This design comes from an exercise in tuning for small area on the open sky130 flow, not from production work. Only simulation tests tie the RTL to the original design; equivalence was not proved. No activity file was given, so power comes from the tool's default toggle rates.

**flow/run.sh**
```bash
#!/bin/bash
# synth_recipe.tcl (not shown) runs the flow's synth.tcl, then flattens the netlist and writes it again
# the make line also repeats each setting of config.mk as NAME=value (left out here)
make -C /OpenROAD-flow-scripts/flow DESIGN_CONFIG=/design/flow/config.mk WORK_HOME=/design/flow/orfs CLKGATE_MAP_FILE= SYNTH_SCRIPT=/design/flow/synth_recipe.tcl finish
```
**flow/constraint.sdc**
```tcl
create_clock -name core_clock -period 8.0 [get_ports {clk}]
set_input_delay 1.6000 -clock core_clock [delete_from_list [all_inputs] [get_ports {clk}]]
set_output_delay 1.6000 -clock core_clock [all_outputs]
set_load 0.01 [all_outputs]
```
**flow/design.v**
```verilog
`default_nettype none
package c6502_pkg;
  localparam logic [3:0] PH_IDLE   = 4'd0;
  localparam logic [3:0] PH_FETCH  = 4'd1;    
  localparam logic [3:0] PH_FETCHB = 4'd2;    
  localparam logic [3:0] PH_OPLO   = 4'd3;    
  localparam logic [3:0] PH_OPHI   = 4'd4;    
  localparam logic [3:0] PH_PTRLO  = 4'd5;    
  localparam logic [3:0] PH_PTRHI  = 4'd6;    
  localparam logic [3:0] PH_DATA   = 4'd7;    
  localparam logic [3:0] PH_WDONE  = 4'd8;    
  localparam logic [3:0] PH_PUSH2  = 4'd9;    
  localparam logic [3:0] PH_WDJ    = 4'd10;   
  localparam logic [3:0] PH_PULLLO = 4'd11;   
  localparam logic [3:0] PH_PULLHI = 4'd12;   
endpackage
`default_nettype wire
`default_nettype none
module c6502_decode
(
  input  logic [7:0] op,
  output logic       bad,
  output logic       imp,
  output logic       push,
  output logic       pull
);
  always_comb begin
    bad = 1'b0; imp = 1'b0; push = 1'b0; pull = 1'b0;
    if (op[1:0] == 2'b01) begin
      bad = (op == 8'h89);
    end else begin
      case (op)
        8'hA2, 8'hA0, 8'hE0, 8'hC0,
        8'hA6, 8'hA4, 8'h86, 8'h84, 8'hE4, 8'hC4, 8'h24, 8'h06, 8'h46, 8'h26,
        8'h66, 8'hE6, 8'hC6,
        8'hB4, 8'h94, 8'h16, 8'h56, 8'h36, 8'h76, 8'hF6, 8'hD6,
        8'hB6, 8'h96,
        8'hAE, 8'hAC, 8'h8E, 8'h8C, 8'hEC, 8'hCC, 8'h2C, 8'h0E, 8'h4E, 8'h2E,
        8'h6E, 8'hEE, 8'hCE,
        8'hBC, 8'h1E, 8'h5E, 8'h3E, 8'h7E, 8'hFE, 8'hDE,
        8'hBE,
        8'h20, 8'h4C, 8'h6C,
        8'h90, 8'hB0, 8'hF0, 8'hD0, 8'h50, 8'h70, 8'h30, 8'h10: ;
        8'h8A, 8'hAA, 8'h98, 8'hA8, 8'h9A, 8'hBA, 8'hE8, 8'hCA, 8'hC8, 8'h88,
        8'h38, 8'hF8, 8'h18, 8'hD8, 8'hB8, 8'h0A, 8'h4A, 8'h2A, 8'h6A: imp = 1'b1;
        8'h48, 8'h08: push = 1'b1;
        8'h68, 8'h28, 8'h60: pull = 1'b1;
        default: bad = 1'b1;
      endcase
    end
  end
endmodule
`default_nettype wire
`default_nettype none
module cpu_6502_instruction_execute
(
  input  logic        clk,
  input  logic        rst_n,
  input  logic        cfg_we,
  input  logic [15:0] cfg_wdata,
  input  logic        in_valid,
  output logic             in_stall,
  input  logic        in_req_type,
  input  logic [7:0]  in_read_data,
  output logic             out_valid,
  input  logic        out_stall,
  output logic [15:0]      out_bus_addr,
  output logic             out_bus_write,
  output logic [7:0]       out_bus_wdata,
  output logic             out_opcode_fetch,
  output logic             out_bad_opcode
);
  logic [15:0] start_r, pc_r;
  logic [7:0]  a_r, x_r, y_r, s_r;
  logic        n_r, v_r, d_r, i_r, z_r, c_r;
  logic [7:0]  op_r;
  logic [15:0] ad_r;
  logic [3:0]  ph_r;
  logic        ov_r;
  logic        take;
  logic [7:0]  d;
  assign in_stall = ov_r & out_stall;
  assign take     = in_valid & ~in_stall;
  assign d        = in_read_data;
  logic [7:0] p_val;
  assign p_val = {n_r, v_r, 2'b00, d_r, i_r, z_r, c_r};
  logic ph_pcaddr, ph_stk, ph_wr;
  always_comb begin
    ph_pcaddr = (ph_r == c6502_pkg::PH_IDLE) | (ph_r == c6502_pkg::PH_FETCH) |
                (ph_r == c6502_pkg::PH_FETCHB) | (ph_r == c6502_pkg::PH_OPLO) |
                (ph_r == c6502_pkg::PH_OPHI);
    ph_stk    = (ph_r == c6502_pkg::PH_PUSH2) | (ph_r == c6502_pkg::PH_WDJ);
    ph_wr     = (ph_r == c6502_pkg::PH_WDONE) | ph_stk;
    if (ph_pcaddr)
      out_bus_addr = pc_r;
    else if (ph_stk)
      out_bus_addr = {8'h01, s_r};
    else if (ph_r == c6502_pkg::PH_PTRHI)
      out_bus_addr = {(op_r[0] ? 8'h00 : pc_r[15:8]), ad_r[7:0]};
    else
      out_bus_addr = ad_r;
    if (ph_r == c6502_pkg::PH_PUSH2)      out_bus_wdata = pc_r[15:8];
    else if (ph_r == c6502_pkg::PH_WDJ)   out_bus_wdata = pc_r[7:0];
    else if (ph_r == c6502_pkg::PH_WDONE) out_bus_wdata = op_r;
    else                                  out_bus_wdata = 8'h00;
  end
  assign out_valid        = ov_r;
  assign out_bus_write    = ph_wr;
  assign out_opcode_fetch = (ph_r == c6502_pkg::PH_FETCH) | (ph_r == c6502_pkg::PH_FETCHB);
  assign out_bad_opcode   = (ph_r == c6502_pkg::PH_FETCHB);
  logic f_bad, f_imp, f_push, f_pull;
  c6502_decode u_dec (.op(d), .bad(f_bad), .imp(f_imp), .push(f_push), .pull(f_pull));
  localparam logic [2:0] L_ZERO = 3'd0, L_A = 3'd1, L_X = 3'd2, L_Y = 3'd3, L_S = 3'd4,
                         L_PC = 3'd5, L_FF = 3'd6;
  localparam logic [1:0] R_ZERO = 2'd0, R_D = 2'd1, R_AL = 2'd2, R_AH = 2'd3;
  localparam logic [1:0] LOP_ADD = 2'd0, LOP_AND = 2'd1, LOP_OR = 2'd2, LOP_XOR = 2'd3;
  logic [2:0] lsel;
  logic [1:0] rsel, lop;
  logic       rinv, ci, shsel;
  logic       wa, wx, wy, ws;
  logic       f_nz, f_bit, f_cal, f_csh, f_vov, f_plp;
  logic       f_cset, f_cval, f_dset, f_dval, f_vclr;
  logic       rmw, store, rd_op, memstart;
  logic [7:0] aop;        
  logic       taken;
  logic [1:0] idx;        
  logic o_g01, o_g10, o_g00;
  assign o_g01 = (op_r[1:0] == 2'b01);
  assign o_g10 = (op_r[1:0] == 2'b10);
  assign o_g00 = (op_r[1:0] == 2'b00);
  always_comb begin
    lsel = L_ZERO; rsel = R_ZERO; rinv = 1'b0; ci = 1'b0; lop = LOP_ADD; shsel = 1'b0;
    wa = 1'b0; wx = 1'b0; wy = 1'b0; ws = 1'b0;
    f_nz = 1'b0; f_bit = 1'b0; f_cal = 1'b0; f_csh = 1'b0; f_vov = 1'b0; f_plp = 1'b0;
    f_cset = 1'b0; f_cval = 1'b0; f_dset = 1'b0; f_dval = 1'b0; f_vclr = 1'b0;
    rmw = 1'b0; rd_op = 1'b0; memstart = 1'b0; idx = 2'd0;
    store = (op_r[7:5] == 3'b100);
    aop = op_r;
    taken = 1'b0;
    case (op_r[7:6])
      2'd0: taken = n_r;
      2'd1: taken = v_r;
      2'd2: taken = c_r;
      default: taken = z_r;
    endcase
    taken = (taken == op_r[5]);
    if (!in_req_type) begin
      if (ph_r == c6502_pkg::PH_PUSH2 || ph_r == c6502_pkg::PH_WDJ) begin
        lsel = L_S; rinv = 1'b1; ws = 1'b1;
      end
    end else begin
      case (ph_r)
        c6502_pkg::PH_FETCH, c6502_pkg::PH_FETCHB: begin
          aop = d;
          if (f_imp) begin
            case (d)
              8'h8A: begin lsel = L_X; wa = 1'b1; f_nz = 1'b1; end
              8'hAA: begin lsel = L_A; wx = 1'b1; f_nz = 1'b1; end
              8'h98: begin lsel = L_Y; wa = 1'b1; f_nz = 1'b1; end
              8'hA8: begin lsel = L_A; wy = 1'b1; f_nz = 1'b1; end
              8'h9A: begin lsel = L_X; ws = 1'b1; end
              8'hBA: begin lsel = L_S; wx = 1'b1; f_nz = 1'b1; end
              8'hE8: begin lsel = L_X; ci = 1'b1; wx = 1'b1; f_nz = 1'b1; end
              8'hCA: begin lsel = L_X; rinv = 1'b1; wx = 1'b1; f_nz = 1'b1; end
              8'hC8: begin lsel = L_Y; ci = 1'b1; wy = 1'b1; f_nz = 1'b1; end
              8'h88: begin lsel = L_Y; rinv = 1'b1; wy = 1'b1; f_nz = 1'b1; end
              8'h38: begin f_cset = 1'b1; f_cval = 1'b1; end
              8'h18: begin f_cset = 1'b1; f_cval = 1'b0; end
              8'hF8: begin f_dset = 1'b1; f_dval = 1'b1; end
              8'hD8: begin f_dset = 1'b1; f_dval = 1'b0; end
              8'hB8: f_vclr = 1'b1;
              default: begin shsel = 1'b1; wa = 1'b1; f_nz = 1'b1; f_csh = 1'b1; end
            endcase
          end else if (f_push) begin
            lsel = L_S; rinv = 1'b1; ws = 1'b1;
          end else if (f_pull) begin
            lsel = L_S; ci = 1'b1; ws = 1'b1;
          end
        end
        c6502_pkg::PH_OPLO: begin
          case (op_r[4:2])
            3'b000: begin
              if (op_r[0]) begin idx = 2'd1; memstart = 1'b0; end   
              else if (op_r[7]) rd_op = 1'b1;                       
            end
            3'b010: rd_op = 1'b1;                                   
            3'b100: begin
              if (!op_r[0]) begin                                   
                lsel = L_PC; rsel = R_D; ci = 1'b1;
              end
            end
            3'b101: begin
              idx = (o_g10 && op_r[7:6] == 2'b10) ? 2'd2 : 2'd1;
              memstart = 1'b1;
            end
            3'b001: memstart = 1'b1;
            default: ;
          endcase
          if (!rd_op && !(op_r[4:2] == 3'b100 && !op_r[0])) begin
            rsel = R_D;
            lsel = (idx == 2'd1) ? L_X : (idx == 2'd2) ? L_Y : L_ZERO;
          end
        end
        c6502_pkg::PH_OPHI: begin
          case (op_r[4:2])
            3'b111: idx = (op_r == 8'hBE) ? 2'd2 : 2'd1;
            3'b110: idx = 2'd2;
            default: idx = 2'd0;
          endcase
          rsel = R_AL;
          lsel = (idx == 2'd1) ? L_X : (idx == 2'd2) ? L_Y : L_ZERO;
          memstart = 1'b1;
        end
        c6502_pkg::PH_PTRLO: begin
          rsel = R_AL; ci = 1'b1;
        end
        c6502_pkg::PH_PTRHI: begin
          rsel = R_AH;
          lsel = (op_r[4] && op_r[0]) ? L_Y : L_ZERO;
          memstart = op_r[0];
        end
        c6502_pkg::PH_DATA: begin
          if (o_g10 && op_r[7:6] != 2'b10) begin
            rmw = 1'b1; f_nz = 1'b1;
            if (op_r[7]) begin
              rsel = R_D; lsel = op_r[5] ? L_ZERO : L_FF; ci = op_r[5];
            end else begin
              shsel = 1'b1; f_csh = 1'b1;
            end
          end else begin
            rd_op = 1'b1;
          end
        end
        c6502_pkg::PH_PUSH2, c6502_pkg::PH_WDJ: begin
          lsel = L_S; rinv = 1'b1; ws = 1'b1;
        end
        c6502_pkg::PH_PULLLO: begin
          if (op_r[3]) begin
            if (op_r[6]) begin rsel = R_D; wa = 1'b1; f_nz = 1'b1; end    
            else f_plp = 1'b1;                                           
          end else begin
            lsel = L_S; ci = 1'b1; ws = 1'b1;                            
          end
        end
        c6502_pkg::PH_PULLHI: begin
          lsel = L_PC; ci = 1'b1;
        end
        default: ;
      endcase
      if (rd_op) begin
        rsel = R_D;
        f_nz = 1'b1;
        if (o_g01) begin
          lsel = L_A;
          case (op_r[7:5])
            3'd0: begin lop = LOP_OR;  wa = 1'b1; end
            3'd1: begin lop = LOP_AND; wa = 1'b1; end
            3'd2: begin lop = LOP_XOR; wa = 1'b1; end
            3'd3: begin ci = c_r; wa = 1'b1; f_cal = 1'b1; f_vov = 1'b1; end
            3'd5: begin lsel = L_ZERO; wa = 1'b1; end
            3'd6: begin rinv = 1'b1; ci = 1'b1; f_cal = 1'b1; end
            default: begin rinv = 1'b1; ci = c_r; wa = 1'b1; f_cal = 1'b1; f_vov = 1'b1; end
          endcase
        end else if (o_g10) begin
          lsel = L_ZERO; wx = 1'b1;
        end else begin
          case (op_r[7:5])
            3'd1: begin lsel = L_A; lop = LOP_AND; f_bit = 1'b1; end
            3'd5: begin lsel = L_ZERO; wy = 1'b1; end
            3'd6: begin lsel = L_Y; rinv = 1'b1; ci = 1'b1; f_cal = 1'b1; end
            default: begin lsel = L_X; rinv = 1'b1; ci = 1'b1; f_cal = 1'b1; end
          endcase
        end
      end
    end
  end
  logic [7:0] aL, aR, ap, ag, alu;
  logic [8:0] cy;
  logic       alu_co, alu_v;
  always_comb begin
    case (lsel)
      L_A:  aL = a_r;
      L_X:  aL = x_r;
      L_Y:  aL = y_r;
      L_S:  aL = s_r;
      L_PC: aL = pc_r[7:0];
      L_FF: aL = 8'hFF;
      default: aL = 8'h00;
    endcase
    case (rsel)
      R_D:  aR = d;
      R_AL: aR = ad_r[7:0];
      R_AH: aR = ad_r[15:8];
      default: aR = 8'h00;
    endcase
    aR = aR ^ {8{rinv}};
    ap = aL ^ aR;
    ag = aL & aR;
    cy[0] = ci;
    for (int i = 0; i < 8; i++) cy[i+1] = ag[i] | (ap[i] & cy[i]);
    case (lop)
      LOP_AND: alu = ag;
      LOP_OR:  alu = ap | ag;
      LOP_XOR: alu = ap;
      default: alu = ap ^ cy[7:0];
    endcase
    alu_co = cy[8];
    alu_v  = ~(aL[7] ^ aR[7]) & (aL[7] ^ alu[7]);
  end
  logic [7:0] sh_in, sh_out;
  logic       sh_c;
  always_comb begin
    sh_in = (ph_r == c6502_pkg::PH_DATA) ? d : a_r;
    if (!aop[6]) begin
      sh_out = {sh_in[6:0], aop[5] & c_r};
      sh_c   = sh_in[7];
    end else begin
      sh_out = {aop[5] & c_r, sh_in[7:1]};
      sh_c   = sh_in[0];
    end
  end
  logic [7:0] res;
  assign res = shsel ? sh_out : alu;
  logic [7:0] hinc, bhi;
  logic [15:0] pci;
  assign hinc = d + {7'd0, alu_co};
  assign bhi  = pc_r[15:8] + {8{d[7]}} + {7'd0, alu_co};
  assign pci  = pc_r + 16'd1;
  logic [7:0]  a_nxt, x_nxt, y_nxt, s_nxt, op_nxt;
  logic [15:0] pc_nxt, ad_nxt;
  logic [3:0]  ph_nxt;
  logic        n_nxt, v_nxt, d_nxt, i_nxt, z_nxt, c_nxt;
  always_comb begin
    a_nxt = wa ? res : a_r;
    x_nxt = wx ? res : x_r;
    y_nxt = wy ? res : y_r;
    s_nxt = ws ? res : s_r;
    n_nxt = n_r; v_nxt = v_r; d_nxt = d_r; i_nxt = i_r; z_nxt = z_r; c_nxt = c_r;
    if (f_nz) begin
      n_nxt = f_bit ? d[7] : res[7];
      z_nxt = (res == 8'h00);
    end
    if (f_bit) v_nxt = d[6];
    if (f_cal) c_nxt = alu_co;
    if (f_csh) c_nxt = sh_c;
    if (f_vov) v_nxt = alu_v;
    if (f_cset) c_nxt = f_cval;
    if (f_dset) d_nxt = f_dval;
    if (f_vclr) v_nxt = 1'b0;
    if (f_plp) begin
      n_nxt = d[7]; v_nxt = d[6]; d_nxt = d[3]; i_nxt = d[2]; z_nxt = d[1]; c_nxt = d[0];
    end
    op_nxt = op_r; pc_nxt = pc_r; ad_nxt = ad_r; ph_nxt = ph_r;
    if (!in_req_type) begin
      pc_nxt = start_r; ph_nxt = c6502_pkg::PH_FETCH;
    end else begin
      case (ph_r)
        c6502_pkg::PH_FETCH, c6502_pkg::PH_FETCHB: begin
          pc_nxt = pci;
          op_nxt = d;
          if (f_bad) ph_nxt = c6502_pkg::PH_FETCHB;
          else if (f_imp) ph_nxt = c6502_pkg::PH_FETCH;
          else if (f_push) begin
            op_nxt = d[6] ? a_r : (p_val | 8'h30);
            ad_nxt = {8'h01, s_r};
            ph_nxt = c6502_pkg::PH_WDONE;
          end else if (f_pull) begin
            ad_nxt = {8'h01, res};
            ph_nxt = c6502_pkg::PH_PULLLO;
          end else ph_nxt = c6502_pkg::PH_OPLO;
        end
        c6502_pkg::PH_OPLO: begin
          pc_nxt = pci;
          ad_nxt = {8'h00, res};
          case (op_r[4:2])
            3'b000: ph_nxt = op_r[0] ? c6502_pkg::PH_PTRLO :
                             op_r[7] ? c6502_pkg::PH_FETCH : c6502_pkg::PH_OPHI;
            3'b010: ph_nxt = c6502_pkg::PH_FETCH;
            3'b100: begin
              if (op_r[0]) ph_nxt = c6502_pkg::PH_PTRLO;
              else begin
                if (taken) pc_nxt = {bhi, res};
                ph_nxt = c6502_pkg::PH_FETCH;
              end
            end
            3'b001, 3'b101: ph_nxt = c6502_pkg::PH_DATA;
            default: ph_nxt = c6502_pkg::PH_OPHI;
          endcase
        end
        c6502_pkg::PH_OPHI: begin
          pc_nxt = pci;
          ad_nxt = {hinc, res};
          if (op_r[4:2] == 3'b000) begin
            pc_nxt = pc_r;
            ph_nxt = c6502_pkg::PH_PUSH2;
          end else if (o_g00 && op_r[7:6] == 2'b01) begin
            if (op_r[5]) begin
              pc_nxt[15:8] = d;
              ph_nxt = c6502_pkg::PH_PTRLO;
            end else begin
              pc_nxt = {hinc, res};
              ph_nxt = c6502_pkg::PH_FETCH;
            end
          end else ph_nxt = c6502_pkg::PH_DATA;
        end
        c6502_pkg::PH_PTRLO: begin
          ad_nxt = {d, res};
          ph_nxt = c6502_pkg::PH_PTRHI;
        end
        c6502_pkg::PH_PTRHI: begin
          if (!op_r[0]) begin
            pc_nxt = {hinc, res};
            ph_nxt = c6502_pkg::PH_FETCH;
          end else begin
            ad_nxt = {hinc, res};
            ph_nxt = c6502_pkg::PH_DATA;
          end
        end
        c6502_pkg::PH_DATA: begin
          if (rmw) begin
            op_nxt = res;
            ph_nxt = c6502_pkg::PH_WDONE;
          end else ph_nxt = c6502_pkg::PH_FETCH;
        end
        c6502_pkg::PH_WDONE: ph_nxt = c6502_pkg::PH_FETCH;
        c6502_pkg::PH_PUSH2: ph_nxt = c6502_pkg::PH_WDJ;
        c6502_pkg::PH_WDJ: begin
          pc_nxt = ad_r;
          ph_nxt = c6502_pkg::PH_FETCH;
        end
        c6502_pkg::PH_PULLLO: begin
          if (op_r[3]) ph_nxt = c6502_pkg::PH_FETCH;
          else begin
            pc_nxt[7:0] = d;
            ad_nxt[7:0] = res;
            ph_nxt = c6502_pkg::PH_PULLHI;
          end
        end
        c6502_pkg::PH_PULLHI: begin
          pc_nxt = {hinc, res};
          ph_nxt = c6502_pkg::PH_FETCH;
        end
        default: ph_nxt = c6502_pkg::PH_IDLE;
      endcase
      if (memstart && store) begin
        op_nxt = o_g01 ? a_r : o_g10 ? x_r : y_r;
        ph_nxt = c6502_pkg::PH_WDONE;
      end
    end
  end
  always_ff @(posedge clk) begin
    if (!rst_n) begin
      start_r <= 16'h0000;
      a_r <= 8'h00; x_r <= 8'h00; y_r <= 8'h00; s_r <= 8'hFF;
      n_r <= 1'b0; v_r <= 1'b0; d_r <= 1'b0; i_r <= 1'b0; z_r <= 1'b0; c_r <= 1'b0;
      pc_r <= 16'h0000;
      ph_r <= c6502_pkg::PH_IDLE; ov_r <= 1'b0;
    end else begin
      if (cfg_we) start_r <= cfg_wdata;
      if (take) begin
        a_r <= a_nxt; x_r <= x_nxt; y_r <= y_nxt; s_r <= s_nxt;
        n_r <= n_nxt; v_r <= v_nxt; d_r <= d_nxt; i_r <= i_nxt; z_r <= z_nxt; c_r <= c_nxt;
        pc_r <= pc_nxt;
        ph_r <= ph_nxt;
        ov_r <= 1'b1;
      end else if (!out_stall) begin
        ov_r <= 1'b0;
      end
    end
  end
  always_ff @(posedge clk) begin
    if (take) begin
      op_r <= op_nxt; ad_r <= ad_nxt;
    end
  end
endmodule
`default_nettype wire
```
**flow/config.mk**
```make
export PLATFORM = sky130hd
export DESIGN_NAME = cpu_6502_instruction_execute
export DESIGN_NICKNAME = cpu_6502_instruction_execute
export VERILOG_FILES = /design/flow/design.v
export SDC_FILE = /design/flow/constraint.sdc
export NUM_CORES = 4
export LEC_CHECK = 0
export ABC_AREA = 1
export CAP_MARGIN = 20
export CORE_MARGIN = 2
export CORE_UTILIZATION = 40
export SLEW_MARGIN = 20
```
==> impl_metrics.xml, run 1 <==
<?xml version="1.0" encoding="UTF-8"?>
<metrics>
  <group name="run_status">
    <metric name="outcome" unit="">complete, no violations</metric>
  </group>
  <group name="sta">
    <metric name="unrepaired_setup_endpoints_after_global_routing" unit="">false</metric>
    <metric name="fmax" unit="GHz">0.131</metric>
    <metric name="finalCritPeriodShare" unit="%">95.6</metric>
    <metric name="post-route-min-period" unit="ps">7650</metric>
    <metric name="setup_viol" unit="">0</metric>
    <metric name="maxSlewHeadroom" unit="%">36.5</metric>
    <metric name="finalMaxSlewViolations" unit="">0</metric>
    <metric name="hold_violation_count_in_the_final_report" unit="">0</metric>
    <metric name="smallest_setup_slack_after_layout" unit="ps">353</metric>
    <metric name="tns" unit="ps">0</metric>
    <metric name="finalClockSkew" unit="ps">14.4</metric>
    <metric name="max_slew.worst_pin.slew" unit="ps">948</metric>
  </group>
  <group name="logic_synthesis">
    <metric name="yosys.cell_types.count" unit="">66</metric>
    <metric name="synth-async-reset-ratio" unit="%">0</metric>
    <metric name="synth_area" unit="um2">9610</metric>
    <metric name="ys_top_cells_by_area" unit="">sky130_fd_sc_hd__dfxtp_1 16%, sky130_fd_sc_hd__nand2_1 11%, sky130_fd_sc_hd__edfxtp_1 7.5%</metric>
    <metric name="mapped_cells" unit="">1448</metric>
    <metric name="ys_seq_area_share" unit="%">23.1</metric>
    <metric name="synth_edf_count" unit="">24</metric>
    <metric name="synthesis.area_per_instance" unit="um2">6.64</metric>
    <metric name="synth.ff_latch_count" unit="">99</metric>
    <metric name="dominant_cell_by_count_in_the_synthesized_netlist" unit="">sky130_fd_sc_hd__nand2_1</metric>
    <metric name="synthesis.nets" unit="">1518</metric>
    <metric name="synth_flop_cell" unit="">sky130_fd_sc_hd__dfxtp_1</metric>
    <metric name="ys_warn_count" unit="">2</metric>
    <metric name="netlist.area_leader.share" unit="%">15.6</metric>
    <metric name="cell_taking_the_most_area_after_synthesis" unit="">sky130_fd_sc_hd__dfxtp_1</metric>
    <metric name="ys_top_cells_by_count" unit="">275 x sky130_fd_sc_hd__nand2_1, 173 x sky130_fd_sc_hd__inv_1, 140 x sky130_fd_sc_hd__o21ai_0, 118 x sky130_fd_sc_hd__a21oi_1, 108 x sky130_fd_sc_hd__nor2_1</metric>
  </group>
  <group name="cells_and_area">
    <metric name="antenna_cells_inserted" unit="">0</metric>
    <metric name="filler_cell_count" unit="">2493</metric>
    <metric name="layout.cells.non_filler" unit="">1937</metric>
    <metric name="fin_nets" unit="">1683</metric>
    <metric name="syn_to_final_growth" unit="%">24.2</metric>
    <metric name="fraction_of_layout_cells_with_a_size_suffix_above_1" unit="%">22.5</metric>
    <metric name="finish.utilization" unit="%">50.7</metric>
  </group>
  <group name="grt">
    <metric name="vias_in_the_first_global_route" unit="">10324</metric>
    <metric name="grtUsageTotal" unit="%">32.2</metric>
    <metric name="largest_net_degree_at_the_start_of_global_routing" unit="">41</metric>
    <metric name="antenna_found_initial" unit="">0</metric>
    <metric name="wire_length_of_the_first_global_routing_pass" unit="mm">63.0</metric>
    <metric name="globalRouteOverflowTotal" unit="">0</metric>
  </group>
  <group name="route">
    <metric name="drt_wl_total" unit="mm">41.8</metric>
    <metric name="dr.first_iter.drc_count" unit="">1206</metric>
    <metric name="drt_pass1_iterations" unit="">5</metric>
    <metric name="antenna_left" unit="">0</metric>
    <metric name="wl_per_cell" unit="um">21.6</metric>
    <metric name="detailroute.via_count" unit="">11288</metric>
    <metric name="drt-vias-per-instance" unit="">5.83</metric>
    <metric name="drcViolationCount" unit="">0</metric>
  </group>
  <group name="floorplan">
    <metric name="start_util" unit="%">40.8</metric>
    <metric name="rows" unit="">56</metric>
    <metric name="dieHeight" unit="um">159</metric>
    <metric name="core-area" unit="um2">23500</metric>
    <metric name="design.die.area" unit="um2">25300</metric>
    <metric name="floorplan.die.width" unit="um">159</metric>
    <metric name="pin_count" unit="">59</metric>
  </group>
  <group name="clock_tree">
    <metric name="htreeDepth" unit="">3</metric>
    <metric name="tritoncts" unit="">built</metric>
    <metric name="clock_network_latency_to_the_later_pin_of_the_worst_skew_pair" unit="ps">370</metric>
    <metric name="cts_root_buf" unit="">sky130_fd_sc_hd__clkbuf_16</metric>
    <metric name="path_clk_slew" unit="ps">80</metric>
    <metric name="cts.hold.buffers_added" unit="">0</metric>
    <metric name="cts_num_sinks" unit="">99</metric>
    <metric name="cts_inserted_buffers" unit="">9</metric>
    <metric name="deepest_clock_path_buffer_count" unit="">2</metric>
  </group>
  <group name="power">
    <metric name="power.density_cell_area" unit="nW/um2">113</metric>
    <metric name="sequentialPowerShare" unit="%">40.5</metric>
    <metric name="netSwitchingFraction" unit="%">34.0</metric>
    <metric name="power.combinational.fraction" unit="%">21.5</metric>
    <metric name="netSwitchingPower" unit="mW">0.457</metric>
    <metric name="power.internal" unit="mW">0.888</metric>
    <metric name="power.static_leakage" unit="nW">5.35</metric>
    <metric name="vdd_drop_max" unit="uV">93.2</metric>
    <metric name="pwr-share-clk" unit="%">38.1</metric>
  </group>
  <group name="worst_setup_path">
    <metric name="worst-r2r-cell-count" unit="">39</metric>
    <metric name="timing.rr.end" unit="">pc_r[14]$_SDFFE_PN0P_</metric>
    <metric name="critPathRequiredTime" unit="ps">8240</metric>
    <metric name="cp_max_fo" unit="">5</metric>
    <metric name="worstReg2RegStart" unit="">op_r[0]$_DFFE_PP_</metric>
    <metric name="cp_data_arrival_time" unit="ps">7890</metric>
    <metric name="endpoint_kind" unit="">flip-flop</metric>
    <metric name="reg2reg_setup_slack" unit="ps">610</metric>
    <metric name="critical_path_class" unit="">primary input to flip-flop</metric>
    <metric name="worst_path_largest_cell_delay" unit="ps">410</metric>
    <metric name="timing.critical_path.slowest_stage_cell" unit="">sky130_fd_sc_hd__fa_2</metric>
    <metric name="critPathCapture" unit="">pc_r[14]$_SDFFE_PN0P_</metric>
    <metric name="timing.critical_path.from_type" unit="">primary input</metric>
    <metric name="critical_path.startpoint" unit="">in_read_data[7]</metric>
  </group>
  <group name="placement">
    <metric name="post_place_cells" unit="">1914</metric>
    <metric name="placement.setup.worst_slack" unit="ps">-1030</metric>
    <metric name="gp_routability_congestion" unit="">1.04</metric>
    <metric name="place.port_buffers" unit="">58</metric>
    <metric name="place_hpwl" unit="mm">33.0</metric>
  </group>
  <group name="hold_path">
    <metric name="timing.hold.worst.class" unit="">flip-flop to flip-flop</metric>
  </group>
  <group name="run">
    <metric name="maxCapViolCount" unit="">0</metric>
  </group>
</metrics>
-- cell type report --
cell class	instances	area [um2]	area share, %
multi-input combinational	1069	6420	53.8
sequential	99	2220	18.6
clock buffer	9	225	1.89
inverter	225	861	7.21
timing repair buffer	209	1700	14.2
clock inverter	7	108	0.902
tap	319	399	3.34
-- per-layer routing --
layer,track usage [%],vias to the layer above,part of all wire (%)
li1,-,5268,-
met1,46.9,5325,45
met2,49.8,616,44
met3,4.45,79,9.1
met4,9.05,0,2.7
met5,0,-,0
-- through the flow --
stage	area (um2)	hold slack [ps]	power [mW]
final	11900	462	1.35
after global routing	11900	475	1.39
after CTS	11900	465	1.34
after detailed placement	11400	452	0.833
after global placement	11400	445	0.833
after floorplan	9610	428	0.705
-- how the worst min path moves through the flow --
| stage | end | slack [ps] | cells after the start | start |
|---|---|---|---|---|
| after global placement | start_r[13]$_SDFFE_PN0P_ | 440 | 2 | start_r[13]$_SDFFE_PN0P_ |
| after floorplan | start_r[12]$_SDFFE_PN0P_ | 430 | 2 | start_r[12]$_SDFFE_PN0P_ |
| final | start_r[1]$_SDFFE_PN0P_ | 460 | 2 | start_r[1]$_SDFFE_PN0P_ |
| after detailed placement | start_r[1]$_SDFFE_PN0P_ | 450 | 2 | start_r[1]$_SDFFE_PN0P_ |
| after global routing | start_r[11]$_SDFFE_PN0P_ | 480 | 2 | start_r[11]$_SDFFE_PN0P_ |
| after CTS | start_r[1]$_SDFFE_PN0P_ | 460 | 2 | start_r[1]$_SDFFE_PN0P_ |
-- registers in the layout, summed over array words and instances, names as in the netlist --
register  flops
z_r           1
n_r           1
y_r           8
a_r           8
i_r           1
s_r           8
start_r      16
ov_r          1
ph_r          4
op_r          8
v_r           1
x_r           8
pc_r         16
c_r           1
d_r           1
ad_r         16
-- critical path: cells and delay by family --
family	cells	cell delay, ps
buf+inv	9	820
simple gates	17	1480
compound gates	5	600
fa+ha+maj	10	3370
-- repair_timing --
item	CTS	global route
setup buffers	5	2
pin swaps	10	15
gates cloned	0	0
hold endpoints to repair	0	0
endpoints found under the setup margin	9	8
resized for setup	37	37
-- logic make-up (layout without fill, tap and decap cells) --
group	Yosys count	in the layout	share of synthesized area, %
xor+xnor	21	21	1.91
flops	99	99	23.1
fa+ha+maj	40	40	5.99
compound gates	430	430	27.9
simple gates	578	578	29.3
buf+inv	280	450	11.7
-- layout by cell type, fill, tap and decap left out, types with 5 or more instances in the layout --
cell type / count
sky130_fd_sc_hd__nand2_1: 272
sky130_fd_sc_hd__inv_1: 170
sky130_fd_sc_hd__buf_4: 147
sky130_fd_sc_hd__o21ai_0: 135
sky130_fd_sc_hd__a21oi_1: 116
sky130_fd_sc_hd__nor2_1: 102
sky130_fd_sc_hd__dfxtp_1: 75
sky130_fd_sc_hd__nand3_1: 58
sky130_fd_sc_hd__clkdlybuf4s50_1: 50
sky130_fd_sc_hd__inv_2: 45
sky130_fd_sc_hd__o22ai_1: 30
sky130_fd_sc_hd__ha_1: 30
sky130_fd_sc_hd__edfxtp_1: 24
sky130_fd_sc_hd__nor3_1: 23
sky130_fd_sc_hd__o211ai_1: 23
sky130_fd_sc_hd__nand2_2: 19
sky130_fd_sc_hd__nand4_1: 19
sky130_fd_sc_hd__xor2_1: 19
sky130_fd_sc_hd__o21ai_1: 18
sky130_fd_sc_hd__nor2_2: 17
sky130_fd_sc_hd__nand2_4: 16
sky130_fd_sc_hd__nor2_4: 13
sky130_fd_sc_hd__o2111ai_1: 12
sky130_fd_sc_hd__o221ai_1: 11
sky130_fd_sc_hd__a22oi_1: 10
sky130_fd_sc_hd__o21ai_2: 10
sky130_fd_sc_hd__nand3_2: 9
sky130_fd_sc_hd__fa_2: 9
sky130_fd_sc_hd__clkbuf_16: 9
sky130_fd_sc_hd__o221ai_2: 8
sky130_fd_sc_hd__a31oi_1: 8
sky130_fd_sc_hd__nand3b_1: 7
sky130_fd_sc_hd__clkbuf_2: 7
sky130_fd_sc_hd__a21oi_2: 6
sky130_fd_sc_hd__a221oi_1: 5
-- power by group through the flow --
stage,Clock [mW],Combinational [mW],Sequential [mW]
after floorplan,0,0.157,0.549
after global placement,0,0.278,0.555
after detailed placement,0,0.277,0.555
after CTS,0.516,0.282,0.544
after global routing,0.531,0.311,0.546
final,0.512,0.289,0.544
==> run 2: changes to the inputs <==
==> flow/flow/run.sh (new file) <==
#!/bin/bash
# Own layout flow: the standard ORFS flow (standard.sh) with three changes to how the
# layout is made:
#  - synthesis maps the logic with a stronger ABC area script (flow/abc_area.script); the
#    registers are mapped before ABC runs, so they are the standard synthesis's registers;
#  - each port gets the smallest buffer (buf_1) instead of the default port buffer cell;
#  - the clock tree uses small clock buffers and no dummy loads.
# The output of every step goes to its own log under orfs/logs/, and make's output to
# flow_make.log in this folder.
set -euo pipefail
W=$PWD
rm -rf "$W/scripts_mod"
cp -r "$FLOW_HOME/scripts" "$W/scripts_mod"
cp "$W/flow/abc_area.script" "$W/scripts_mod/abc_area.script"
bash standard.sh SCRIPTS_DIR="$W/scripts_mod" \
  BUFFER_PORTS_ARGS="-buffer_cell sky130_fd_sc_hd__buf_1" \
  CTS_ARGS="-sink_clustering_enable -repair_clock_nets -dont_use_dummy_load -buf_list sky130_fd_sc_hd__clkbuf_4 sky130_fd_sc_hd__clkbuf_8" \
  finish > "$W/flow_make.log" 2>&1
==> flow/flow/abc_area.script (new file) <==
strash
&get -n
&deepsyn -T 60
&dch -f
&nf -R 1000
&put
topo
stime -c
buffer -c
upsize -c
dnsize -c
==> flow/standard.sh (new file) <==
#!/bin/bash
# synth_recipe.tcl (not shown) runs the flow's synth.tcl, then flattens the netlist and writes it again
# the make line also repeats each setting of config.mk as NAME=value (left out here)
make -C /OpenROAD-flow-scripts/flow DESIGN_CONFIG=/design/flow/config.mk WORK_HOME=/design/flow/orfs CLKGATE_MAP_FILE= SYNTH_SCRIPT=/design/flow/synth_recipe.tcl "${@:-finish}"
removed: flow/run.sh
==> run 2 against run 1 <==
  * The flow now stops in 4_1_cts
  * Area after synthesis is 17% lower
  * Synthesized cell count is 29% lower
==> impl_metrics.xml, run 2 <==
<?xml version="1.0" encoding="UTF-8"?>
<metrics>
  <group name="logic_synthesis">
    <metric name="synthesis.area_per_instance" unit="um2">7.75</metric>
    <metric name="cell_taking_the_most_area_after_synthesis" unit="">sky130_fd_sc_hd__dfxtp_1</metric>
    <metric name="ys_seq_area_share" unit="%">27.8</metric>
    <metric name="ys_top_cells_by_area" unit="">sky130_fd_sc_hd__dfxtp_1 19%, sky130_fd_sc_hd__edfxtp_1 9.0%, sky130_fd_sc_hd__nand2_1 6.8%</metric>
    <metric name="synth_edf_count" unit="">24</metric>
    <metric name="ys_warn_count" unit="">2</metric>
    <metric name="ys_top_cells_by_count" unit="">145 x sky130_fd_sc_hd__nand2_1, 119 x sky130_fd_sc_hd__nor2_1, 75 x sky130_fd_sc_hd__dfxtp_1, 63 x sky130_fd_sc_hd__o21ai_0, 58 x sky130_fd_sc_hd__a21oi_1</metric>
    <metric name="mapped_cells" unit="">1031</metric>
    <metric name="dominant_cell_by_count_in_the_synthesized_netlist" unit="">sky130_fd_sc_hd__nand2_1</metric>
    <metric name="synth-async-reset-ratio" unit="%">0</metric>
    <metric name="synth_flop_cell" unit="">sky130_fd_sc_hd__dfxtp_1</metric>
    <metric name="netlist.area_leader.share" unit="%">18.8</metric>
    <metric name="synth_area" unit="um2">7990</metric>
    <metric name="synthesis.nets" unit="">1101</metric>
    <metric name="yosys.cell_types.count" unit="">85</metric>
    <metric name="synth.ff_latch_count" unit="">99</metric>
  </group>
  <group name="placement">
    <metric name="gp_routability_congestion" unit="">1.08</metric>
    <metric name="place.port_buffers" unit="">58</metric>
    <metric name="placement.setup.worst_slack" unit="ps">-822</metric>
    <metric name="place_hpwl" unit="mm">27.0</metric>
  </group>
  <group name="run_status">
    <metric name="haltStage" unit="">4_1_cts</metric>
    <metric name="outcome" unit="">did not finish</metric>
    <metric name="stop_err" unit="">[ERROR STA-0564] clock_tree_synthesis positional arguments not supported.</metric>
  </group>
  <group name="floorplan">
    <metric name="floorplan.die.width" unit="um">145</metric>
    <metric name="pin_count" unit="">59</metric>
    <metric name="dieHeight" unit="um">145</metric>
    <metric name="rows" unit="">51</metric>
    <metric name="start_util" unit="%">40.9</metric>
  </group>
</metrics>
run 2: logic make-up after synthesis:
family	count (synthesis)	synth area share, %
AND/OR/NAND/NOR	420	25.2
multiplexers	10	1.50
XOR/XNOR	23	2.52
AO/OA/AOI/OAI	344	31.0
adder cells (fa/ha/maj)	40	7.20
flip-flops	99	27.8
buffers and inverters	95	4.76
run 2: metrics by stage:
| step | utilization, % | cells | TNS [ps] | cell area [um2] |
|---|---|---|---|---|
| 3_3_place_gp | 47.6 | 1426 | -6030 | 9300 |
| 3_5_place_dp | 47.6 | 1426 | -8300 | 9300 |
| 2_1_floorplan | - | 1031 | -781 | 8040 |
run 2: how the worst max path moves through the flow:
stage               depth (start not counted)                    end  slack (ps)
floorplan                                  40  pc_r[14]$_SDFFE_PN0P_        -310
global placement                           37  pc_r[14]$_SDFFE_PN0P_        -730
detailed placement                         36  pc_r[14]$_SDFFE_PN0P_        -820
run 2: power by group through the flow:
stage / sequential [mW] / clock (mW) / combinational [mW]
after detailed placement: 0.552 / 0 / 0.163
after global placement: 0.552 / 0 / 0.163
after floorplan: 0.542 / 0 / 0.0996
==> run 3: changes to the inputs <==
--- a/flow/design.v
+++ b/flow/design.v
@@ -152,18 +152,32 @@
       case (ph_r)
         c6502_pkg::PH_FETCH, c6502_pkg::PH_FETCHB: begin
           aop = d;
+          if (!d[7]) begin
+            lsel = d[1] ? L_A : L_S;                  
+            ci   = !d[1] &  d[5];                     
+            rinv = !d[1] & !d[5];                     
+          end else begin
+            case (d[6:4])
+              3'b010:  lsel = L_A;                    
+              3'b011:  lsel = L_S;                    
+              3'b110:  lsel = L_X;                    
+              default: lsel = d[1] ? L_X : L_Y;       
+            endcase
+            ci   = !d[1] & d[6];                      
+            rinv = (d[6] & d[1]) | (d[6:4] == 3'b000 & !d[1]);    
+          end
           if (f_imp) begin
             case (d)
-              8'h8A: begin lsel = L_X; wa = 1'b1; f_nz = 1'b1; end
-              8'hAA: begin lsel = L_A; wx = 1'b1; f_nz = 1'b1; end
-              8'h98: begin lsel = L_Y; wa = 1'b1; f_nz = 1'b1; end
-              8'hA8: begin lsel = L_A; wy = 1'b1; f_nz = 1'b1; end
-              8'h9A: begin lsel = L_X; ws = 1'b1; end
-              8'hBA: begin lsel = L_S; wx = 1'b1; f_nz = 1'b1; end
-              8'hE8: begin lsel = L_X; ci = 1'b1; wx = 1'b1; f_nz = 1'b1; end
-              8'hCA: begin lsel = L_X; rinv = 1'b1; wx = 1'b1; f_nz = 1'b1; end
-              8'hC8: begin lsel = L_Y; ci = 1'b1; wy = 1'b1; f_nz = 1'b1; end
-              8'h88: begin lsel = L_Y; rinv = 1'b1; wy = 1'b1; f_nz = 1'b1; end
+              8'h8A: begin wa = 1'b1; f_nz = 1'b1; end
+              8'hAA: begin wx = 1'b1; f_nz = 1'b1; end
+              8'h98: begin wa = 1'b1; f_nz = 1'b1; end
+              8'hA8: begin wy = 1'b1; f_nz = 1'b1; end
+              8'h9A: ws = 1'b1;
+              8'hBA: begin wx = 1'b1; f_nz = 1'b1; end
+              8'hE8: begin wx = 1'b1; f_nz = 1'b1; end
+              8'hCA: begin wx = 1'b1; f_nz = 1'b1; end
+              8'hC8: begin wy = 1'b1; f_nz = 1'b1; end
+              8'h88: begin wy = 1'b1; f_nz = 1'b1; end
               8'h38: begin f_cset = 1'b1; f_cval = 1'b1; end
               8'h18: begin f_cset = 1'b1; f_cval = 1'b0; end
               8'hF8: begin f_dset = 1'b1; f_dval = 1'b1; end
@@ -171,10 +185,8 @@
               8'hB8: f_vclr = 1'b1;
               default: begin shsel = 1'b1; wa = 1'b1; f_nz = 1'b1; f_csh = 1'b1; end
             endcase
-          end else if (f_push) begin
-            lsel = L_S; rinv = 1'b1; ws = 1'b1;
-          end else if (f_pull) begin
-            lsel = L_S; ci = 1'b1; ws = 1'b1;
+          end else if (f_push || f_pull) begin
+            ws = 1'b1;
           end
         end
         c6502_pkg::PH_OPLO: begin
@@ -323,8 +335,11 @@
   assign res = shsel ? sh_out : alu;
   logic [7:0] hinc, bhi;
   logic [15:0] pci;
-  assign hinc = d + {7'd0, alu_co};
-  assign bhi  = pc_r[15:8] + {8{d[7]}} + {7'd0, alu_co};
+  logic [7:0] dinc, pcid;
+  assign dinc = d + 8'd1;
+  assign pcid = pc_r[15:8] + {{7{d[7]}}, 1'b1};
+  assign hinc = alu_co ? dinc : d;
+  assign bhi  = (alu_co ^ d[7]) ? pcid : pc_r[15:8];
   assign pci  = pc_r + 16'd1;
   logic [7:0]  a_nxt, x_nxt, y_nxt, s_nxt, op_nxt;
   logic [15:0] pc_nxt, ad_nxt;
--- a/flow/flow/run.sh
+++ b/flow/flow/run.sh
@@ -14,5 +14,5 @@
 cp "$W/flow/abc_area.script" "$W/scripts_mod/abc_area.script"
 bash standard.sh SCRIPTS_DIR="$W/scripts_mod" \
   BUFFER_PORTS_ARGS="-buffer_cell sky130_fd_sc_hd__buf_1" \
-  CTS_ARGS="-sink_clustering_enable -repair_clock_nets -dont_use_dummy_load -buf_list sky130_fd_sc_hd__clkbuf_4 sky130_fd_sc_hd__clkbuf_8" \
+  CTS_ARGS="-sink_clustering_enable -repair_clock_nets -dont_use_dummy_load -buf_list {sky130_fd_sc_hd__clkbuf_4 sky130_fd_sc_hd__clkbuf_8}" \
   finish > "$W/flow_make.log" 2>&1
--- a/flow/config.mk
+++ b/flow/config.mk
@@ -9,4 +9,5 @@
 export CAP_MARGIN = 20
 export CORE_MARGIN = 2
 export CORE_UTILIZATION = 40
+export GPL_TIMING_DRIVEN = 0
 export SLEW_MARGIN = 20
==> run 3 against run 2 <==
  * The run now finishes clean
  * Synthesized cell count is 3.1% higher
  * Area after synthesis is 1.1% higher
==> impl_metrics.xml, run 3 <==
<?xml version="1.0" encoding="UTF-8"?>
<metrics>
  <group name="run_status">
    <metric name="outcome" unit="">complete, no violations</metric>
  </group>
  <group name="cells_and_area">
    <metric name="syn_to_final_growth" unit="%">10.1</metric>
    <metric name="final_area" unit="um2">8890</metric>
    <metric name="top_regs" unit="">ad_r (16), pc_r (16), start_r (16)</metric>
    <metric name="layout.cells.non_filler" unit="">1395</metric>
    <metric name="fraction_of_layout_cells_with_a_size_suffix_above_1" unit="%">7.88</metric>
    <metric name="layout_common_cells" unit="">161 x sky130_fd_sc_hd__nand2_1, 99 x sky130_fd_sc_hd__nor2_1, 75 x sky130_fd_sc_hd__dfxtp_1, 62 x sky130_fd_sc_hd__a21oi_1</metric>
    <metric name="fin_nets" unit="">1203</metric>
    <metric name="final_common_cell" unit="">sky130_fd_sc_hd__nand2_1</metric>
    <metric name="antenna_cells_inserted" unit="">0</metric>
    <metric name="finish.utilization" unit="%">45.2</metric>
  </group>
  <group name="logic_synthesis">
    <metric name="synth_flop_cell" unit="">sky130_fd_sc_hd__dfxtp_1</metric>
    <metric name="yosys.cell_types.count" unit="">82</metric>
    <metric name="netlist.area_leader.share" unit="%">18.6</metric>
    <metric name="synth-async-reset-ratio" unit="%">0</metric>
    <metric name="ys_top_cells_by_count" unit="">161 x sky130_fd_sc_hd__nand2_1, 104 x sky130_fd_sc_hd__nor2_1, 75 x sky130_fd_sc_hd__dfxtp_1, 63 x sky130_fd_sc_hd__a21oi_1, 57 x sky130_fd_sc_hd__a22o_1</metric>
    <metric name="mapped_cells" unit="">1063</metric>
    <metric name="ys_warn_count" unit="">2</metric>
    <metric name="synthesis.area_per_instance" unit="um2">7.60</metric>
    <metric name="cell_taking_the_most_area_after_synthesis" unit="">sky130_fd_sc_hd__dfxtp_1</metric>
    <metric name="synth.ff_latch_count" unit="">99</metric>
    <metric name="synth_area" unit="um2">8080</metric>
    <metric name="ys_seq_area_share" unit="%">27.5</metric>
    <metric name="synthesis.nets" unit="">1134</metric>
    <metric name="ys_top_cells_by_area" unit="">sky130_fd_sc_hd__dfxtp_1 19%, sky130_fd_sc_hd__edfxtp_1 8.9%, sky130_fd_sc_hd__nand2_1 7.5%</metric>
    <metric name="synth_edf_count" unit="">24</metric>
    <metric name="dominant_cell_by_count_in_the_synthesized_netlist" unit="">sky130_fd_sc_hd__nand2_1</metric>
  </group>
  <group name="grt">
    <metric name="wire_length_of_the_first_global_routing_pass" unit="mm">51.3</metric>
    <metric name="globalRouteOverflowTotal" unit="">0</metric>
    <metric name="antenna_found_initial" unit="">0</metric>
    <metric name="largest_net_degree_at_the_start_of_global_routing" unit="">20</metric>
    <metric name="vias_in_the_first_global_route" unit="">8375</metric>
    <metric name="grtUsageTotal" unit="%">31.3</metric>
  </group>
  <group name="sta">
    <metric name="finalMaxSlewViolations" unit="">0</metric>
    <metric name="hold_violation_count_in_the_final_report" unit="">0</metric>
    <metric name="post-route-min-period" unit="ps">7770</metric>
    <metric name="setup_viol" unit="">0</metric>
    <metric name="finalClockSkew" unit="ps">45.4</metric>
    <metric name="finalCritPeriodShare" unit="%">97.1</metric>
    <metric name="fmax" unit="GHz">0.129</metric>
    <metric name="max_slew.worst_pin.slew" unit="ps">1220</metric>
    <metric name="unrepaired_setup_endpoints_after_global_routing" unit="">false</metric>
    <metric name="maxSlewHeadroom" unit="%">18.7</metric>
  </group>
  <group name="placement">
    <metric name="place.port_buffers" unit="">54</metric>
    <metric name="post_place_cells" unit="">1384</metric>
    <metric name="place_hpwl" unit="mm">26.3</metric>
    <metric name="gp_routability_congestion" unit="">1.02</metric>
    <metric name="placedInstanceArea" unit="um2">8640</metric>
  </group>
  <group name="floorplan">
    <metric name="core-area" unit="um2">19700</metric>
    <metric name="dieHeight" unit="um">146</metric>
    <metric name="rows" unit="">51</metric>
    <metric name="pin_count" unit="">59</metric>
    <metric name="design.die.area" unit="um2">21300</metric>
    <metric name="start_util" unit="%">41.1</metric>
    <metric name="floorplan.die.width" unit="um">146</metric>
  </group>
  <group name="clock_tree">
    <metric name="htreeDepth" unit="">3</metric>
    <metric name="deepest_clock_path_buffer_count" unit="">2</metric>
    <metric name="path_clk_slew" unit="ps">90</metric>
    <metric name="tritoncts" unit="">built</metric>
    <metric name="clock_network_latency_to_the_later_pin_of_the_worst_skew_pair" unit="ps">400</metric>
    <metric name="cts_inserted_buffers" unit="">9</metric>
    <metric name="cts_root_buf" unit="">sky130_fd_sc_hd__clkbuf_8</metric>
    <metric name="cts_num_sinks" unit="">99</metric>
  </group>
  <group name="route">
    <metric name="antenna_left" unit="">0</metric>
    <metric name="drcViolationCount" unit="">0</metric>
    <metric name="drt-vias-per-instance" unit="">6.47</metric>
    <metric name="detailroute.via_count" unit="">9019</metric>
    <metric name="drt_pass1_iterations" unit="">7</metric>
    <metric name="drt_wl_total" unit="mm">34.2</metric>
    <metric name="wl_per_cell" unit="um">24.5</metric>
    <metric name="dr.first_iter.drc_count" unit="">1341</metric>
  </group>
  <group name="power">
    <metric name="vdd_drop_max" unit="uV">79.9</metric>
    <metric name="netSwitchingPower" unit="mW">0.344</metric>
    <metric name="pwr-share-clk" unit="%">25.8</metric>
    <metric name="power.internal" unit="mW">0.703</metric>
    <metric name="power.combinational.fraction" unit="%">22.6</metric>
    <metric name="sequentialPowerShare" unit="%">51.6</metric>
    <metric name="total_power" unit="mW">1.05</metric>
    <metric name="netSwitchingFraction" unit="%">32.8</metric>
    <metric name="power.density_cell_area" unit="nW/um2">118</metric>
    <metric name="power.static_leakage" unit="nW">3.27</metric>
  </group>
  <group name="worst_setup_path">
    <metric name="cp_max_fo" unit="">8</metric>
    <metric name="timing.critical_path.slowest_stage_cell" unit="">sky130_fd_sc_hd__fa_1</metric>
    <metric name="critPathRequiredTime" unit="ps">8280</metric>
    <metric name="library_cell_appearing_most_often_on_the_critical_path" unit="">sky130_fd_sc_hd__fa_1</metric>
    <metric name="reg2reg_setup_slack" unit="ps">340</metric>
    <metric name="cp_data_arrival_time" unit="ps">8040</metric>
    <metric name="timing.critical_path.from_type" unit="">primary input</metric>
    <metric name="worst_path_largest_cell_delay" unit="ps">440</metric>
    <metric name="critical_path_class" unit="">primary input to flip-flop</metric>
    <metric name="endpoint_kind" unit="">flip-flop</metric>
  </group>
  <group name="hold_path">
    <metric name="timing.hold.worst.class" unit="">flip-flop to flip-flop</metric>
  </group>
  <group name="run">
    <metric name="maxCapViolCount" unit="">0</metric>
  </group>
</metrics>
## run 3: worst paths after layout
path / startpoint / cells after the start / endpoint
setup / recovery: in_read_data[7] / 28 / pc_r[13]$_SDFFE_PN0P_
hold / removal: i_r$_SDFFE_PN0P_ / 2 / i_r$_SDFFE_PN0P_
setup reg to reg: op_r[7]$_DFFE_PP_ / 30 / pc_r[13]$_SDFFE_PN0P_
hold reg to reg: i_r$_SDFFE_PN0P_ / 2 / i_r$_SDFFE_PN0P_
## run 3: metal layers
layer	vias up	track usage, %	part of all wire, %
met4	0	13.2	4.6
met5	-	0	0
met3	98	6.56	10
met2	566	46.5	42
met1	4249	44.1	43
li1	4106	-	-
## run 3: metrics by stage
step	TNS (ps)	hold WS (ps)	setup WS, ps
after floorplan	0	432	440
after global placement	-38830	453	-1680
after detailed placement	-38870	455	-1680
after CTS	0	471	25.7
after global routing	0	479	26.9
final	0	469	231
## run 3: critical path: cells and delay by family
family          cells  cell delay (ps)
fa+ha+maj           8             2980
simple gates        9             1590
buf+inv             4              550
xor+xnor            1              190
compound gates      6             1130
## run 3: cell type report
cell class,instances,area [um2]
plain buffers,66,287
clock buffers,9,124
fillers,2124,10800
inverters,40,153
multi-input cells,855,5520
flip-flops and latches,99,2220
well taps,265,332
repair buffers,61,251
## run 3: power groups by stage
stage	Sequential, mW	Combinational [mW]	Clock (mW)
floorplan	0.544	0.148	0
global placement	0.550	0.223	0
detailed placement	0.551	0.224	0
CTS	0.539	0.230	0.274
global route	0.541	0.254	0.293
finish	0.540	0.237	0.270
## run 3: cells by family (layout without fill, tap and decap cells)
family | after synthesis | after routing | share of synthesized area, %
simple gates | 426 | 426 | 24.6
compound gates | 363 | 363 | 32.3
buf+inv | 109 | 176 | 5.31
flops | 99 | 99 | 27.5
fa+ha+maj | 41 | 41 | 7.19
xor+xnor | 15 | 15 | 1.63
mux | 10 | 10 | 1.50
## run 3: what timing repair did
action                     in CTS  in global routing
setup buffers                   3                  2
hold endpoints to repair        0                  0
hold buffers                    0                  0
gates resized for setup        22                 19
pin swaps                       1                  2
setup endpoints to repair      33                 17
==> run 4: changes to the inputs <==
--- a/flow/design.v
+++ b/flow/design.v
@@ -13,6 +13,7 @@
   localparam logic [3:0] PH_WDJ    = 4'd10;   
   localparam logic [3:0] PH_PULLLO = 4'd11;   
   localparam logic [3:0] PH_PULLHI = 4'd12;   
+  localparam logic [3:0] PH_WDS    = 4'd13;   
 endpackage
 `default_nettype wire
 `default_nettype none
@@ -89,8 +90,11 @@
     ph_pcaddr = (ph_r == c6502_pkg::PH_IDLE) | (ph_r == c6502_pkg::PH_FETCH) |
                 (ph_r == c6502_pkg::PH_FETCHB) | (ph_r == c6502_pkg::PH_OPLO) |
                 (ph_r == c6502_pkg::PH_OPHI);
-    ph_stk    = (ph_r == c6502_pkg::PH_PUSH2) | (ph_r == c6502_pkg::PH_WDJ);
-    ph_wr     = (ph_r == c6502_pkg::PH_WDONE) | ph_stk;
+    ph_stk    = (ph_r == c6502_pkg::PH_PUSH2) | (ph_r == c6502_pkg::PH_WDJ) |
+                (ph_r == c6502_pkg::PH_WDS) | (ph_r == c6502_pkg::PH_PULLLO) |
+                (ph_r == c6502_pkg::PH_PULLHI);
+    ph_wr     = (ph_r == c6502_pkg::PH_WDONE) | (ph_r == c6502_pkg::PH_PUSH2) |
+                (ph_r == c6502_pkg::PH_WDJ) | (ph_r == c6502_pkg::PH_WDS);
     if (ph_pcaddr)
       out_bus_addr = pc_r;
     else if (ph_stk)
@@ -101,7 +105,7 @@
       out_bus_addr = ad_r;
     if (ph_r == c6502_pkg::PH_PUSH2)      out_bus_wdata = pc_r[15:8];
     else if (ph_r == c6502_pkg::PH_WDJ)   out_bus_wdata = pc_r[7:0];
-    else if (ph_r == c6502_pkg::PH_WDONE) out_bus_wdata = op_r;
+    else if (ph_r == c6502_pkg::PH_WDONE || ph_r == c6502_pkg::PH_WDS) out_bus_wdata = op_r;
     else                                  out_bus_wdata = 8'h00;
   end
   assign out_valid        = ov_r;
@@ -145,7 +149,8 @@
     endcase
     taken = (taken == op_r[5]);
     if (!in_req_type) begin
-      if (ph_r == c6502_pkg::PH_PUSH2 || ph_r == c6502_pkg::PH_WDJ) begin
+      if (ph_r == c6502_pkg::PH_PUSH2 || ph_r == c6502_pkg::PH_WDJ ||
+          ph_r == c6502_pkg::PH_WDS) begin
         lsel = L_S; rinv = 1'b1; ws = 1'b1;
       end
     end else begin
@@ -185,7 +190,7 @@
               8'hB8: f_vclr = 1'b1;
               default: begin shsel = 1'b1; wa = 1'b1; f_nz = 1'b1; f_csh = 1'b1; end
             endcase
-          end else if (f_push || f_pull) begin
+          end else if (f_pull) begin
             ws = 1'b1;
           end
         end
@@ -243,7 +248,7 @@
             rd_op = 1'b1;
           end
         end
-        c6502_pkg::PH_PUSH2, c6502_pkg::PH_WDJ: begin
+        c6502_pkg::PH_PUSH2, c6502_pkg::PH_WDJ, c6502_pkg::PH_WDS: begin
           lsel = L_S; rinv = 1'b1; ws = 1'b1;
         end
         c6502_pkg::PH_PULLLO: begin
@@ -377,10 +382,8 @@
           else if (f_imp) ph_nxt = c6502_pkg::PH_FETCH;
           else if (f_push) begin
             op_nxt = d[6] ? a_r : (p_val | 8'h30);
-            ad_nxt = {8'h01, s_r};
-            ph_nxt = c6502_pkg::PH_WDONE;
+            ph_nxt = c6502_pkg::PH_WDS;
           end else if (f_pull) begin
-            ad_nxt = {8'h01, res};
             ph_nxt = c6502_pkg::PH_PULLLO;
           end else ph_nxt = c6502_pkg::PH_OPLO;
         end
@@ -437,7 +440,7 @@
             ph_nxt = c6502_pkg::PH_WDONE;
           end else ph_nxt = c6502_pkg::PH_FETCH;
         end
-        c6502_pkg::PH_WDONE: ph_nxt = c6502_pkg::PH_FETCH;
+        c6502_pkg::PH_WDONE, c6502_pkg::PH_WDS: ph_nxt = c6502_pkg::PH_FETCH;
         c6502_pkg::PH_PUSH2: ph_nxt = c6502_pkg::PH_WDJ;
         c6502_pkg::PH_WDJ: begin
           pc_nxt = ad_r;
@@ -447,7 +450,6 @@
           if (op_r[3]) ph_nxt = c6502_pkg::PH_FETCH;
           else begin
             pc_nxt[7:0] = d;
-            ad_nxt[7:0] = res;
             ph_nxt = c6502_pkg::PH_PULLHI;
           end
         end
--- a/flow/flow/run.sh
+++ b/flow/flow/run.sh
@@ -12,7 +12,7 @@
 rm -rf "$W/scripts_mod"
 cp -r "$FLOW_HOME/scripts" "$W/scripts_mod"
 cp "$W/flow/abc_area.script" "$W/scripts_mod/abc_area.script"
-bash standard.sh SCRIPTS_DIR="$W/scripts_mod" \
+bash standard.sh SCRIPTS_DIR="$W/scripts_mod" REMOVE_ABC_BUFFERS=1 \
   BUFFER_PORTS_ARGS="-buffer_cell sky130_fd_sc_hd__buf_1" \
-  CTS_ARGS="-sink_clustering_enable -repair_clock_nets -dont_use_dummy_load -buf_list {sky130_fd_sc_hd__clkbuf_4 sky130_fd_sc_hd__clkbuf_8}" \
+  CTS_ARGS="-sink_clustering_enable -repair_clock_nets -dont_use_dummy_load -sink_clustering_size 12 -sink_clustering_max_diameter 60 -buf_list {sky130_fd_sc_hd__clkbuf_8}" \
   finish > "$W/flow_make.log" 2>&1
==> flow/flow/abc_area.script (replaced) <==
strash
&get -n
&deepsyn -T 60
&dch -f
&nf -R 1000
&put
--- a/flow/config.mk
+++ b/flow/config.mk
@@ -9,5 +9,4 @@
 export CAP_MARGIN = 20
 export CORE_MARGIN = 2
 export CORE_UTILIZATION = 40
-export GPL_TIMING_DRIVEN = 0
 export SLEW_MARGIN = 20
==> run 4 against run 3 <==
  * Critical path type unchanged
  * Routed wire length fell by 6.5%
  * Die area fell by 5.6%
  * Register-to-register slack improved by 90 ps
  * Worst setup slack improved by 71 ps
  * Count of clock-buffer cells in the layout did not move
  * Design area fell by 0.34%
  * Critical endpoint is now z_r$_SDFFE_PN0P_
==> impl_metrics.xml, run 4 <==
<?xml version="1.0" encoding="UTF-8"?>
<metrics>
  <group name="sta">
    <metric name="finalMaxSlewViolations" unit="">0</metric>
    <metric name="setup_viol" unit="">0</metric>
    <metric name="hold_violation_count_in_the_final_report" unit="">0</metric>
    <metric name="maxSlewHeadroom" unit="%">25.7</metric>
    <metric name="finalClockSkew" unit="ps">40.1</metric>
    <metric name="post-route-min-period" unit="ps">7700</metric>
    <metric name="finalCritPeriodShare" unit="%">96.2</metric>
  </group>
  <group name="worst_setup_path">
    <metric name="reg2reg_setup_slack" unit="ps">430</metric>
    <metric name="worst-r2r-cell-count" unit="">28</metric>
    <metric name="cp_max_fo" unit="">4</metric>
    <metric name="timing.critical_path.slowest_stage_cell" unit="">sky130_fd_sc_hd__or4_1</metric>
    <metric name="cp_data_arrival_time" unit="ps">8020</metric>
    <metric name="critical_path.startpoint" unit="">in_read_data[6]</metric>
    <metric name="timing.rr.end" unit="">z_r$_SDFFE_PN0P_</metric>
    <metric name="library_cell_appearing_most_often_on_the_critical_path" unit="">sky130_fd_sc_hd__fa_1</metric>
    <metric name="worst_path_largest_cell_delay" unit="ps">470</metric>
    <metric name="endpoint_kind" unit="">flip-flop</metric>
    <metric name="critical_path_class" unit="">primary input to flip-flop</metric>
    <metric name="timing.critical_path.from_type" unit="">primary input</metric>
    <metric name="critPathRequiredTime" unit="ps">8320</metric>
  </group>
  <group name="power">
    <metric name="power.density_cell_area" unit="nW/um2">114</metric>
    <metric name="vdd_drop_max" unit="uV">88.5</metric>
    <metric name="total_power" unit="mW">1.01</metric>
    <metric name="power.static_leakage" unit="nW">3.38</metric>
    <metric name="netSwitchingPower" unit="mW">0.315</metric>
    <metric name="sequentialPowerShare" unit="%">53.5</metric>
    <metric name="netSwitchingFraction" unit="%">31.2</metric>
  </group>
  <group name="clock_tree">
    <metric name="cts_inserted_buffers" unit="">9</metric>
    <metric name="deepest_clock_path_buffer_count" unit="">2</metric>
    <metric name="htreeDepth" unit="">3</metric>
    <metric name="path_clk_slew" unit="ps">90</metric>
    <metric name="clock_network_latency_to_the_later_pin_of_the_worst_skew_pair" unit="ps">410</metric>
  </group>
  <group name="placement">
    <metric name="placedInstanceArea" unit="um2">8640</metric>
    <metric name="place_hpwl" unit="mm">24.4</metric>
    <metric name="place.port_buffers" unit="">58</metric>
  </group>
  <group name="logic_synthesis">
    <metric name="synth_top_family_by_area" unit="">compound AO/OA/AOI/OAI gates</metric>
    <metric name="synthesis.area_per_instance" unit="um2">7.77</metric>
    <metric name="ys_top_cells_by_area" unit="">sky130_fd_sc_hd__dfxtp_1 20%, sky130_fd_sc_hd__edfxtp_1 9.5%, sky130_fd_sc_hd__nand2_1 7.7%</metric>
    <metric name="area_fraction_in_compound_gates_after_synthesis" unit="%">32.5</metric>
    <metric name="synth-async-reset-ratio" unit="%">0</metric>
    <metric name="yosys.cell_types.count" unit="">57</metric>
    <metric name="synth.ff_latch_count" unit="">99</metric>
    <metric name="dominant_cell_by_count_in_the_synthesized_netlist" unit="">sky130_fd_sc_hd__nand2_1</metric>
    <metric name="ys_top_cells_by_count" unit="">156 x sky130_fd_sc_hd__nand2_1, 100 x sky130_fd_sc_hd__nor2_1, 75 x sky130_fd_sc_hd__dfxtp_1, 67 x sky130_fd_sc_hd__o21ai_0, 65 x sky130_fd_sc_hd__a21oi_1</metric>
  </group>
  <group name="cells_and_area">
    <metric name="top_regs" unit="">ad_r (16), pc_r (16), start_r (16)</metric>
    <metric name="final_area" unit="um2">8860</metric>
    <metric name="layout_common_cells" unit="">156 x sky130_fd_sc_hd__nand2_1, 99 x sky130_fd_sc_hd__nor2_1, 73 x sky130_fd_sc_hd__dfxtp_1, 73 x sky130_fd_sc_hd__buf_4</metric>
    <metric name="finish.utilization" unit="%">47.4</metric>
    <metric name="syn_to_final_growth" unit="%">16.4</metric>
    <metric name="antenna_cells_inserted" unit="">0</metric>
    <metric name="fraction_of_layout_cells_with_a_size_suffix_above_1" unit="%">8.94</metric>
  </group>
  <group name="floorplan">
    <metric name="dieHeight" unit="um">142</metric>
    <metric name="start_util" unit="%">40.7</metric>
    <metric name="core-area" unit="um2">18700</metric>
    <metric name="pin_count" unit="">59</metric>
    <metric name="floorplan.die.width" unit="um">142</metric>
    <metric name="rows" unit="">50</metric>
  </group>
  <group name="route">
    <metric name="drcViolationCount" unit="">0</metric>
    <metric name="drt_wl_total" unit="mm">32.0</metric>
    <metric name="antenna_left" unit="">0</metric>
    <metric name="drt-vias-per-instance" unit="">6.58</metric>
    <metric name="detailroute.via_count" unit="">8900</metric>
    <metric name="dr.first_iter.drc_count" unit="">1358</metric>
  </group>
  <group name="run_status">
    <metric name="outcome" unit="">complete, no violations</metric>
  </group>
  <group name="grt">
    <metric name="largest_net_degree_at_the_start_of_global_routing" unit="">46</metric>
    <metric name="globalRouteOverflowTotal" unit="">0</metric>
    <metric name="wire_length_of_the_first_global_routing_pass" unit="mm">48.4</metric>
  </group>
  <group name="run">
    <metric name="maxCapViolCount" unit="">0</metric>
  </group>
  <group name="hold_path">
    <metric name="hp-start" unit="">start_r[11]$_SDFFE_PN0P_</metric>
    <metric name="holdPathEnd" unit="">start_r[11]$_SDFFE_PN0P_</metric>
    <metric name="min_path_cells" unit="">1</metric>
  </group>
</metrics>
## run 4: through the flow
step / worst slack (ps) / std cells / TNS, ps
floorplan: 66.0 / 979 / 0
global placement: -72.7 / 1340 / -72.7
detailed placement: -239 / 1340 / -355
CTS: 137 / 1349 / 0
global route: -5.58 / 1353 / -5.58
finish: 301 / 1353 / 0
## run 4: critical path, delay by kind of cell
family          cells  cell delay (ps)
fa+ha+maj           8             2950
mux                 1              200
simple gates        9             1630
buf+inv             3              290
compound gates      8             1320
## run 4: layer usage
layer	part of all wire [%]	track usage (%)	wire, um
met1	44	46.7	14100
met2	42	46.5	13400
met3	10	4.95	3200
met4	4.2	12.7	1340
met5	0	0	0
## run 4: kinds of logic after synthesis
| logic type | count (synthesis) |
|---|---|
| flip-flops | 99 |
| AND/OR/NAND/NOR | 417 |
| buffers and inverters | 45 |
| adder cells (fa/ha/maj) | 41 |
| multiplexers | 4 |
| XOR/XNOR | 21 |
| AO/OA/AOI/OAI | 352 |
## run 4: worst max path at each step
stage | end | slack [ps]
6_report | z_r$_SDFFE_PN0P_ | 300
5_1_grt | z_r$_SDFFE_PN0P_ | -6
4_1_cts | z_r$_SDFFE_PN0P_ | 140
3_5_place_dp | z_r$_SDFFE_PN0P_ | -240
3_3_place_gp | z_r$_SDFFE_PN0P_ | -70
2_1_floorplan | z_r$_SDFFE_PN0P_ | 70
## run 4: repair_timing
action                     4_1_cts  5_1_grt
hold buffers                     0        0
resized for setup                0       17
buffers inserted                 0        4
setup endpoints to repair        0        7
## run 4: final cells by class
class / instances / share of cell area, %
repair buffers: 131 / 8.70
multi-input cells: 835 / 59.6
inverters: 45 / 1.91
well taps: 234 / 3.30
flip-flops and latches: 99 / 25.1
clock buffers: 9 / 1.40
## run 4: power by group through the flow
stage,clock (mW),sequential (mW),combinational [mW]
6_report,0.271,0.540,0.198
5_1_grt,0.289,0.541,0.213
4_1_cts,0.276,0.539,0.189
3_5_place_dp,0,0.551,0.188
3_3_place_gp,0,0.550,0.188
2_1_floorplan,0,0.545,0.100

-- what the ideal ports hide --
How much do the figures lean on ideal ports? The routed layouts below were timed once more, with nothing changed but the port constraints. Step 1 assumes that a clkbuf_16 drives the clock port and a buf_2 every other input. Step 2 adds t to the input delays and takes it off the output delays; t is the mean of the earliest and latest rising clock arrival at the registers after step 1. Input paths then give back, and output paths get back, about the clock's delay inside the block. Three values: ideal ports, drivers, drivers and shift; two values: the first two.
run	t, ns	slack for setup (ns)	hold WS [ns]	worst setup path after step 2	latest minus earliest clock arrival (ns)
run 1	0.417	0.353 / 0.384 / -0.033	0.462 / 0.462 / 0.462	input to register	0.014 / 0.014
run 3	0.422	0.231 / 0.252 / -0.170	0.469 / 0.469 / 0.469	input to register	0.046 / 0.046
run 4	0.430	0.301 / 0.318 / -0.112	0.482 / 0.482 / 0.482	input to register	0.040 / 0.040
Met with ideal ports but missed after step 2: setup timing in every run listed. For run 4, which loses most, drivers alone change the setup slack by +0.017 ns; drivers and shift together by -0.413 ns.
